What follows belongs to an exercise in optimizing a design on an open flow for small area and a short achievable clock period; a production flow would make more cautious choices. RTL that was checked went through simulation tests only; none was proved equivalent to the original. No activity file was given, so power comes from the tool's default toggle rates.

==> flow/design.v <==
module tag_wb_buffer #(
    parameter int AW    = 32,
    parameter int DW    = 128,
    parameter int DEPTH = 4
) (
    input  logic                     clk,
    input  logic                     rst,
    input  logic                     wb_valid,
    output logic                     wb_ready,
    input  logic [AW-1:0]            wb_addr,
    input  logic [DW-1:0]            wb_data,
    output logic                     mem_valid,
    input  logic                     mem_ready,
    output logic [AW-1:0]            mem_addr,
    output logic [DW-1:0]            mem_data,
    input  logic                     lk_valid,
    input  logic [AW-1:0]            lk_addr,
    output logic                     lk_rsp,
    output logic                     lk_hit,
    output logic [DW-1:0]            lk_data,
    output logic [$clog2(DEPTH):0]   count
);
    localparam int CW = $clog2(DEPTH) + 1;
    localparam logic [CW-1:0] FULL = CW'(DEPTH);
    logic [AW-1:0]    addr_q [DEPTH];
    logic [DW-1:0]    data_q [DEPTH];
    logic [DEPTH-1:0] v;                
    logic [DEPTH-1:0] q [DEPTH];        
    localparam int GB  = 16;            
    localparam int NMA = AW / GB;
    localparam int NMD = DW / GB;
    localparam int NLD = DW / GB;
    logic [DEPTH-1:0] ma_sel [NMA];     
    logic [DEPTH-1:0] md_sel [NMD];     
    logic [DEPTH-1:0] lk_sel [NLD];     
    logic [DEPTH-1:0] sel_d;
    logic [DEPTH-1:0] ws;               
    logic [DEPTH-1:0] co_m, lk_m;
    logic             wb_acc, retire, co_hit, alloc, wb_lk;
    logic             hdup;             
    logic             hdup_n;
    logic [DEPTH-1:0] wb_eq;
    logic [DEPTH-1:0] q1 [DEPTH+1];
    logic [DEPTH-1:0] q2 [DEPTH];
    logic [DEPTH-1:0] v_n, sel_n;
    logic [CW-1:0]    cnt_ap, cnt_co;
    logic [AW-1:0]    ma;
    logic [DW-1:0]    md, ld;
    always_comb begin
        wb_ready  = (count != FULL);
        mem_valid = (count != '0);
        wb_acc    = wb_valid && wb_ready;
        retire    = mem_valid && mem_ready;
        ws = '0;
        for (int j = DEPTH - 1; j >= 0; j--) begin
            if (!v[j]) begin
                ws    = '0;
                ws[j] = 1'b1;
            end
        end
        for (int j = 0; j < DEPTH; j++) begin
            wb_eq[j] = (addr_q[j] == wb_addr);
            co_m[j] = v[j] && !q[0][j] && wb_eq[j];
            lk_m[j] = v[j] && (addr_q[j] == lk_addr);
        end
        co_hit = wb_acc && (co_m != '0);
        alloc  = wb_acc && !co_hit;
        cnt_co = retire ? count - 1'b1 : count;
        cnt_ap = (wb_acc && !retire) ? count + 1'b1 : (!wb_acc && retire) ? count - 1'b1 : count;
        wb_lk  = wb_acc && (wb_addr == lk_addr);
        hdup_n = !retire && (hdup || (alloc && (wb_eq & v & q[0]) != '0));
        q1[0] = (count == '0) ? ws : q[0];
        for (int k = 1; k < DEPTH; k++)
            q1[k] = (count == CW'(k) || (wb_acc && (q[k] & wb_eq) != '0)) ? ws : q[k];
        q1[DEPTH] = ws;
        for (int k = 0; k < DEPTH; k++) q2[k] = retire ? q1[k+1] : q1[k];
        v_n = v;
        if (co_hit) v_n = v_n & ~co_m;
        if (retire) v_n = v_n & ~q[0];
        if (wb_acc) v_n = v_n | ws;
        if (wb_lk) sel_n = ws;
        else       sel_n = lk_m & (hdup ? ~q[0] : {DEPTH{1'b1}});
        if (!lk_valid) sel_n = '0;
        sel_d = rst ? '0 : sel_n;
        ma = '0;
        md = '0;
        ld = '0;
        for (int j = 0; j < DEPTH; j++) begin
            for (int b = 0; b < AW; b++) ma[b] = ma[b] | (addr_q[j][b] & ma_sel[b / GB][j]);
            for (int b = 0; b < DW; b++) begin
                md[b] = md[b] | (data_q[j][b] & md_sel[b / GB][j]);
                ld[b] = ld[b] | (data_q[j][b] & lk_sel[b / GB][j]);
            end
        end
        mem_addr = ma;
        mem_data = md;
        lk_data  = ld;
    end
    always_ff @(posedge clk) begin
        if (rst) begin
            v      <= '0;
            hdup   <= 1'b0;
            count  <= '0;
            lk_rsp <= 1'b0;
            lk_hit <= 1'b0;
        end else begin
            v <= v_n;
            hdup <= hdup_n;
            count <= co_hit ? cnt_co : cnt_ap;
            lk_rsp <= lk_valid;
            lk_hit <= lk_valid && (wb_lk || lk_m != '0);
        end
    end
    always_ff @(posedge clk) begin
        for (int k = 0; k < DEPTH; k++) q[k] <= q2[k];
    end
    for (genvar g = 0; g < NMA; g++) begin : g_ma
        tag_wb_buffer_sel #(.W(DEPTH)) u_sel (.clk(clk), .d(q2[0]), .q(ma_sel[g]));
    end
    for (genvar g = 0; g < NMD; g++) begin : g_md
        tag_wb_buffer_sel #(.W(DEPTH)) u_sel (.clk(clk), .d(q2[0]), .q(md_sel[g]));
    end
    for (genvar g = 0; g < NLD; g++) begin : g_lk
        tag_wb_buffer_sel #(.W(DEPTH)) u_sel (.clk(clk), .d(sel_d), .q(lk_sel[g]));
    end
    always_ff @(posedge clk) begin
        for (int j = 0; j < DEPTH; j++) begin
            if (ws[j]) begin
                addr_q[j] <= wb_addr;
                data_q[j] <= wb_data;
            end
        end
    end
endmodule
module tag_wb_buffer_sel #(
    parameter int W = 4
) (
    input  logic         clk,
    input  logic [W-1:0] d,
    output logic [W-1:0] q
);
    always_ff @(posedge clk) q <= d;
endmodule
Settings: LEC_CHECK=0, CAP_MARGIN=20, CORE_MARGIN=2, CORE_UTILIZATION=60, CTS_CLUSTER_DIAMETER=60, CTS_CLUSTER_SIZE=20, SETUP_SLACK_MARGIN=2.7, SLEW_MARGIN=20, SYNTH_HIERARCHICAL=1, SYNTH_MINIMUM_KEEP_SIZE=0; clock period 5.5 ns.
standard.sh (not shown) runs the stock make flow with config.mk's settings and CLKGATE_MAP_FILE= SYNTH_SCRIPT=/design/flow/synth_recipe.tcl, a recipe that flattens the netlist after the stock synthesis.
==> flow/flow/run.sh <==
#!/bin/bash
# Standard ORFS layout, except that the port buffers are buf_1 cells rather than the
# resizer's default pick (clkdlybuf4s50_1), which is larger and slower.
set -euo pipefail
bash standard.sh "BUFFER_PORTS_ARGS=-buffer_cell sky130_fd_sc_hd__buf_1" finish > make.log 2>&1
Edit:
--- a/flow/design.v
+++ b/flow/design.v
@@ -40,5 +40,6 @@
     logic             hdup;             
     logic             hdup_n;
-    logic [DEPTH-1:0] wb_eq;
+    logic [DEPTH-1:0] wb_eq, lk_eq;     
+    logic             wl_eq;            
     logic [DEPTH-1:0] q1 [DEPTH+1];
     logic [DEPTH-1:0] q2 [DEPTH];
@@ -60,7 +61,6 @@
         end
         for (int j = 0; j < DEPTH; j++) begin
-            wb_eq[j] = (addr_q[j] == wb_addr);
             co_m[j] = v[j] && !q[0][j] && wb_eq[j];
-            lk_m[j] = v[j] && (addr_q[j] == lk_addr);
+            lk_m[j] = v[j] && lk_eq[j];
         end
         co_hit = wb_acc && (co_m != '0);
@@ -68,5 +68,5 @@
         cnt_co = retire ? count - 1'b1 : count;
         cnt_ap = (wb_acc && !retire) ? count + 1'b1 : (!wb_acc && retire) ? count - 1'b1 : count;
-        wb_lk  = wb_acc && (wb_addr == lk_addr);
+        wb_lk  = wb_acc && wl_eq;
         hdup_n = !retire && (hdup || (alloc && (wb_eq & v & q[0]) != '0));
         q1[0] = (count == '0) ? ws : q[0];
@@ -83,13 +83,16 @@
         if (!lk_valid) sel_n = '0;
         sel_d = rst ? '0 : sel_n;
+    end
+    always_comb begin
         ma = '0;
         md = '0;
         ld = '0;
         for (int j = 0; j < DEPTH; j++) begin
-            for (int b = 0; b < AW; b++) ma[b] = ma[b] | (addr_q[j][b] & ma_sel[b / GB][j]);
-            for (int b = 0; b < DW; b++) begin
-                md[b] = md[b] | (data_q[j][b] & md_sel[b / GB][j]);
-                ld[b] = ld[b] | (data_q[j][b] & lk_sel[b / GB][j]);
-            end
+            for (int g = 0; g < NMA; g++)
+                ma[g*GB +: GB] = ma[g*GB +: GB] | (addr_q[j][g*GB +: GB] & {GB{ma_sel[g][j]}});
+            for (int g = 0; g < NMD; g++)
+                md[g*GB +: GB] = md[g*GB +: GB] | (data_q[j][g*GB +: GB] & {GB{md_sel[g][j]}});
+            for (int g = 0; g < NLD; g++)
+                ld[g*GB +: GB] = ld[g*GB +: GB] | (data_q[j][g*GB +: GB] & {GB{lk_sel[g][j]}});
         end
         mem_addr = ma;
@@ -115,4 +118,9 @@
         for (int k = 0; k < DEPTH; k++) q[k] <= q2[k];
     end
+    for (genvar j = 0; j < DEPTH; j++) begin : g_cmp
+        tag_wb_buffer_eq #(.W(AW)) u_wb (.a(addr_q[j]), .b(wb_addr), .eq(wb_eq[j]));
+        tag_wb_buffer_eq #(.W(AW)) u_lk (.a(addr_q[j]), .b(lk_addr), .eq(lk_eq[j]));
+    end
+    tag_wb_buffer_eq #(.W(AW)) u_wl (.a(wb_addr), .b(lk_addr), .eq(wl_eq));
     for (genvar g = 0; g < NMA; g++) begin : g_ma
         tag_wb_buffer_sel #(.W(DEPTH)) u_sel (.clk(clk), .d(q2[0]), .q(ma_sel[g]));
@@ -142,2 +150,11 @@
     always_ff @(posedge clk) q <= d;
 endmodule
+module tag_wb_buffer_eq #(
+    parameter int W = 32
+) (
+    input  logic [W-1:0] a,
+    input  logic [W-1:0] b,
+    output logic         eq
+);
+    assign eq = (a == b);
+endmodule
The new run finished with timing, DRC and antenna clean.
Global-route usage falls by 2.6 points.
Clock-buffer cell count falls by 3.
Critical path depth does not change.
Worst setup slack hardly moves.
Hold slack is worse by 37 ps.
Area after synthesis falls by 1.6%.
Sequential power rises by about 1%.


## before
// tag_wb_buffer: RTL as listed in full above, without the edits since
==> flow/config.mk <==
export PLATFORM = sky130hd
export DESIGN_NAME = tag_wb_buffer
export DESIGN_NICKNAME = tag_wb_buffer
export VERILOG_FILES = /design/flow/design.v
export SDC_FILE = /design/flow/constraint.sdc
export NUM_CORES = 4
export LEC_CHECK = 0
export CAP_MARGIN = 20
export CORE_MARGIN = 2
export CORE_UTILIZATION = 60
export CTS_CLUSTER_DIAMETER = 60
export CTS_CLUSTER_SIZE = 20
export SETUP_SLACK_MARGIN = 2.5
export SLEW_MARGIN = 20
export SYNTH_HIERARCHICAL = 1
export SYNTH_MINIMUM_KEEP_SIZE = 0
==> flow/constraint.sdc <==
create_clock -name core_clock -period 5.5 [get_ports {clk}]
set_input_delay 1.1000 -clock core_clock [delete_from_list [all_inputs] [get_ports {clk}]]
set_output_delay 1.1000 -clock core_clock [all_outputs]
set_load 0.01 [all_outputs]
Scripts as last shown in full above: flow/flow/run.sh
before finished every step from synthesis to the final layout, and the layout passed the timing, DRC and antenna checks.
For after, these inputs were changed with respect to before:
diff --git a/flow/design.v b/flow/design.v
--- a/flow/design.v
+++ b/flow/design.v
@@ -25,9 +25,9 @@
     logic [AW-1:0]    addr_q [DEPTH];
     logic [DW-1:0]    data_q [DEPTH];
     logic [DEPTH-1:0] v;                
     logic [DEPTH-1:0] q [DEPTH];        
-    localparam int GB  = 16;            
+    localparam int GB  = 32;            
     localparam int NMA = AW / GB;
     localparam int NMD = DW / GB;
     localparam int NLD = DW / GB;
     logic [DEPTH-1:0] ma_sel [NMA];     
@@ -42,9 +42,8 @@
     logic [DEPTH-1:0] wb_eq;
     logic [DEPTH-1:0] q1 [DEPTH+1];
     logic [DEPTH-1:0] q2 [DEPTH];
     logic [DEPTH-1:0] v_n, sel_n;
-    logic [CW-1:0]    cnt_ap, cnt_co;
     logic [AW-1:0]    ma;
     logic [DW-1:0]    md, ld;
     always_comb begin
         wb_ready  = (count != FULL);
@@ -64,15 +63,14 @@
             lk_m[j] = v[j] && (addr_q[j] == lk_addr);
         end
         co_hit = wb_acc && (co_m != '0);
         alloc  = wb_acc && !co_hit;
-        cnt_co = retire ? count - 1'b1 : count;
-        cnt_ap = (wb_acc && !retire) ? count + 1'b1 : (!wb_acc && retire) ? count - 1'b1 : count;
         wb_lk  = wb_acc && (wb_addr == lk_addr);
         hdup_n = !retire && (hdup || (alloc && (wb_eq & v & q[0]) != '0));
-        q1[0] = (count == '0) ? ws : q[0];
-        for (int k = 1; k < DEPTH; k++)
-            q1[k] = (count == CW'(k) || (wb_acc && (q[k] & wb_eq) != '0)) ? ws : q[k];
+        for (int k = 0; k < DEPTH; k++) begin
+            q1[k] = (wb_acc && (q[k] & co_m) != '0) ? ws : q[k];
+            if (count == CW'(k)) q1[k] = ws;
+        end
         q1[DEPTH] = ws;
         for (int k = 0; k < DEPTH; k++) q2[k] = retire ? q1[k+1] : q1[k];
         v_n = v;
         if (co_hit) v_n = v_n & ~co_m;
@@ -105,9 +103,13 @@
             lk_hit <= 1'b0;
         end else begin
             v <= v_n;
             hdup <= hdup_n;
-            count <= co_hit ? cnt_co : cnt_ap;
+            case ({alloc, retire})
+                2'b10:   count <= count + 1'b1;
+                2'b01:   count <= count - 1'b1;
+                default: count <= count;
+            endcase
             lk_rsp <= lk_valid;
             lk_hit <= lk_valid && (wb_lk || lk_m != '0);
         end
     end
Results
Having completed the whole flow, after delivered a layout that passed the timing, DRC and antenna checks. Diff before -> after: fraction of met2 tracks used by global routing increased by 0.68 points relative to the old numbers; post-synth design cell area down about 3%; number of antenna repair diodes went up. When the final numbers for after and before were put side by side, the first-pass GRT wire length turned out to be smaller in after. Against before, after comes in 3.6 MHz higher on maximum frequency from static timing analysis. Comparing before with after, the area of combinational cells with multiple inputs came out essentially unchanged. When after is set beside before, its synthesized cell count turns out to be about 2.2% smaller.
No functional check of the RTL was part of after.


Starts from the design.v that is shown in full above.
Settings: LEC_CHECK=0, CAP_MARGIN=20, CORE_MARGIN=2, CORE_UTILIZATION=60, CTS_CLUSTER_DIAMETER=60, CTS_CLUSTER_SIZE=20, SETUP_SLACK_MARGIN=2.9, SLEW_MARGIN=20, SYNTH_HIERARCHICAL=1, SYNTH_MINIMUM_KEEP_SIZE=0; clock period 5.5 ns.
Scripts as last shown in full above: flow/flow/run.sh
==> next run, changes <==
--- a/flow/design.v
+++ b/flow/design.v
@@ -38,9 +38,10 @@
     logic [DEPTH-1:0] co_m, lk_m;
     logic             wb_acc, retire, co_hit, alloc, wb_lk;
     logic             hdup;             
     logic             hdup_n;
-    logic [DEPTH-1:0] wb_eq;
+    logic [DEPTH-1:0] wb_eq, lk_eq;     
+    logic             wl_eq;            
     logic [DEPTH-1:0] q1 [DEPTH+1];
     logic [DEPTH-1:0] q2 [DEPTH];
     logic [DEPTH-1:0] v_n, sel_n;
     logic [CW-1:0]    cnt_ap, cnt_co;
@@ -58,17 +59,16 @@
                 ws[j] = 1'b1;
             end
         end
         for (int j = 0; j < DEPTH; j++) begin
-            wb_eq[j] = (addr_q[j] == wb_addr);
             co_m[j] = v[j] && !q[0][j] && wb_eq[j];
-            lk_m[j] = v[j] && (addr_q[j] == lk_addr);
+            lk_m[j] = v[j] && lk_eq[j];
         end
         co_hit = wb_acc && (co_m != '0);
         alloc  = wb_acc && !co_hit;
         cnt_co = retire ? count - 1'b1 : count;
         cnt_ap = (wb_acc && !retire) ? count + 1'b1 : (!wb_acc && retire) ? count - 1'b1 : count;
-        wb_lk  = wb_acc && (wb_addr == lk_addr);
+        wb_lk  = wb_acc && wl_eq;
         hdup_n = !retire && (hdup || (alloc && (wb_eq & v & q[0]) != '0));
         q1[0] = (count == '0) ? ws : q[0];
         for (int k = 1; k < DEPTH; k++)
             q1[k] = (count == CW'(k) || (wb_acc && (q[k] & wb_eq) != '0)) ? ws : q[k];
@@ -113,8 +113,13 @@
     end
     always_ff @(posedge clk) begin
         for (int k = 0; k < DEPTH; k++) q[k] <= q2[k];
     end
+    for (genvar j = 0; j < DEPTH; j++) begin : g_cmp
+        tag_wb_buffer_eq #(.W(AW)) u_wb (.a(addr_q[j]), .b(wb_addr), .eq(wb_eq[j]));
+        tag_wb_buffer_eq #(.W(AW)) u_lk (.a(addr_q[j]), .b(lk_addr), .eq(lk_eq[j]));
+    end
+    tag_wb_buffer_eq #(.W(AW)) u_wl (.a(wb_addr), .b(lk_addr), .eq(wl_eq));
     for (genvar g = 0; g < NMA; g++) begin : g_ma
         tag_wb_buffer_sel #(.W(DEPTH)) u_sel (.clk(clk), .d(q2[0]), .q(ma_sel[g]));
     end
     for (genvar g = 0; g < NMD; g++) begin : g_md
@@ -140,4 +145,13 @@
     output logic [W-1:0] q
 );
     always_ff @(posedge clk) q <= d;
 endmodule
+module tag_wb_buffer_eq #(
+    parameter int W = 32
+) (
+    input  logic [W-1:0] a,
+    input  logic [W-1:0] b,
+    output logic         eq
+);
+    assign eq = (a == b);
+endmodule
=> Via count falls by 5.0%; count of clock-buffer cells in the layout came out lower by 2; die area shrinks by 1.5%; cell count decreases by 0.96%; core utilization decreases by 1.2 points; synthesized cell count goes down by 2.3%; routed wire length is lower by 12%; cell area is lower by 3.4%; worst setup slack gets better by 0.14 ns; critical path depth shrinks by 2; total power came out lower by 1.7%; register-to-register slack improves by 0.20 ns; combinational power hardly moves.

==> what the ideal ports hide <==
How much do the figures lean on ideal ports? The routed layouts below were timed once more, with nothing changed but the port constraints.
Step 1 (the two cells are an assumption about what drives the block):
set clk [get_ports {clk}]
set_driving_cell -lib_cell sky130_fd_sc_hd__clkbuf_16 $clk
set_driving_cell -lib_cell sky130_fd_sc_hd__buf_2 [delete_from_list [all_inputs] $clk]
Step 2 adds t to the input delays and takes it off the output delays; t is the mean of the earliest and latest rising clock arrival at the registers after step 1. Input paths then give back, and output paths get back, about the clock's delay inside the block.
Three values: ideal, step 1, step 2; two values: the first two.
run | t (ns) | setup WS [ns] | hold WS [ns] | worst register clock-pin slew, ns
the first run of note 1 | 0.688 | 2.666 / 2.640 / 1.999 | 0.532 / 0.532 / 0.532 | 0.09 / 0.09
the second run of note 1 | 0.666 | 2.664 / 2.652 / 2.009 | 0.495 / 0.495 / 0.495 | 0.08 / 0.08
before | 0.686 | 2.472 / 2.465 / 1.865 | 0.535 / 0.535 / 0.535 | 0.09 / 0.09
after | 0.666 | 2.504 / 2.467 / 1.859 | 0.529 / 0.529 / 0.529 | 0.08 / 0.08
the first run of note 3 | 0.703 | 2.392 / 2.392 / 1.788 | 0.566 / 0.566 / 0.566 | 0.10 / 0.10
the second run of note 3 | 0.685 | 2.536 / 2.466 / 1.865 | 0.516 / 0.516 / 0.516 | 0.11 / 0.11
After both steps every run listed still meets setup and hold. For the second run of note 3, which loses most, drivers alone change the setup slack by -0.070 ns; drivers and shift together by -0.671 ns.
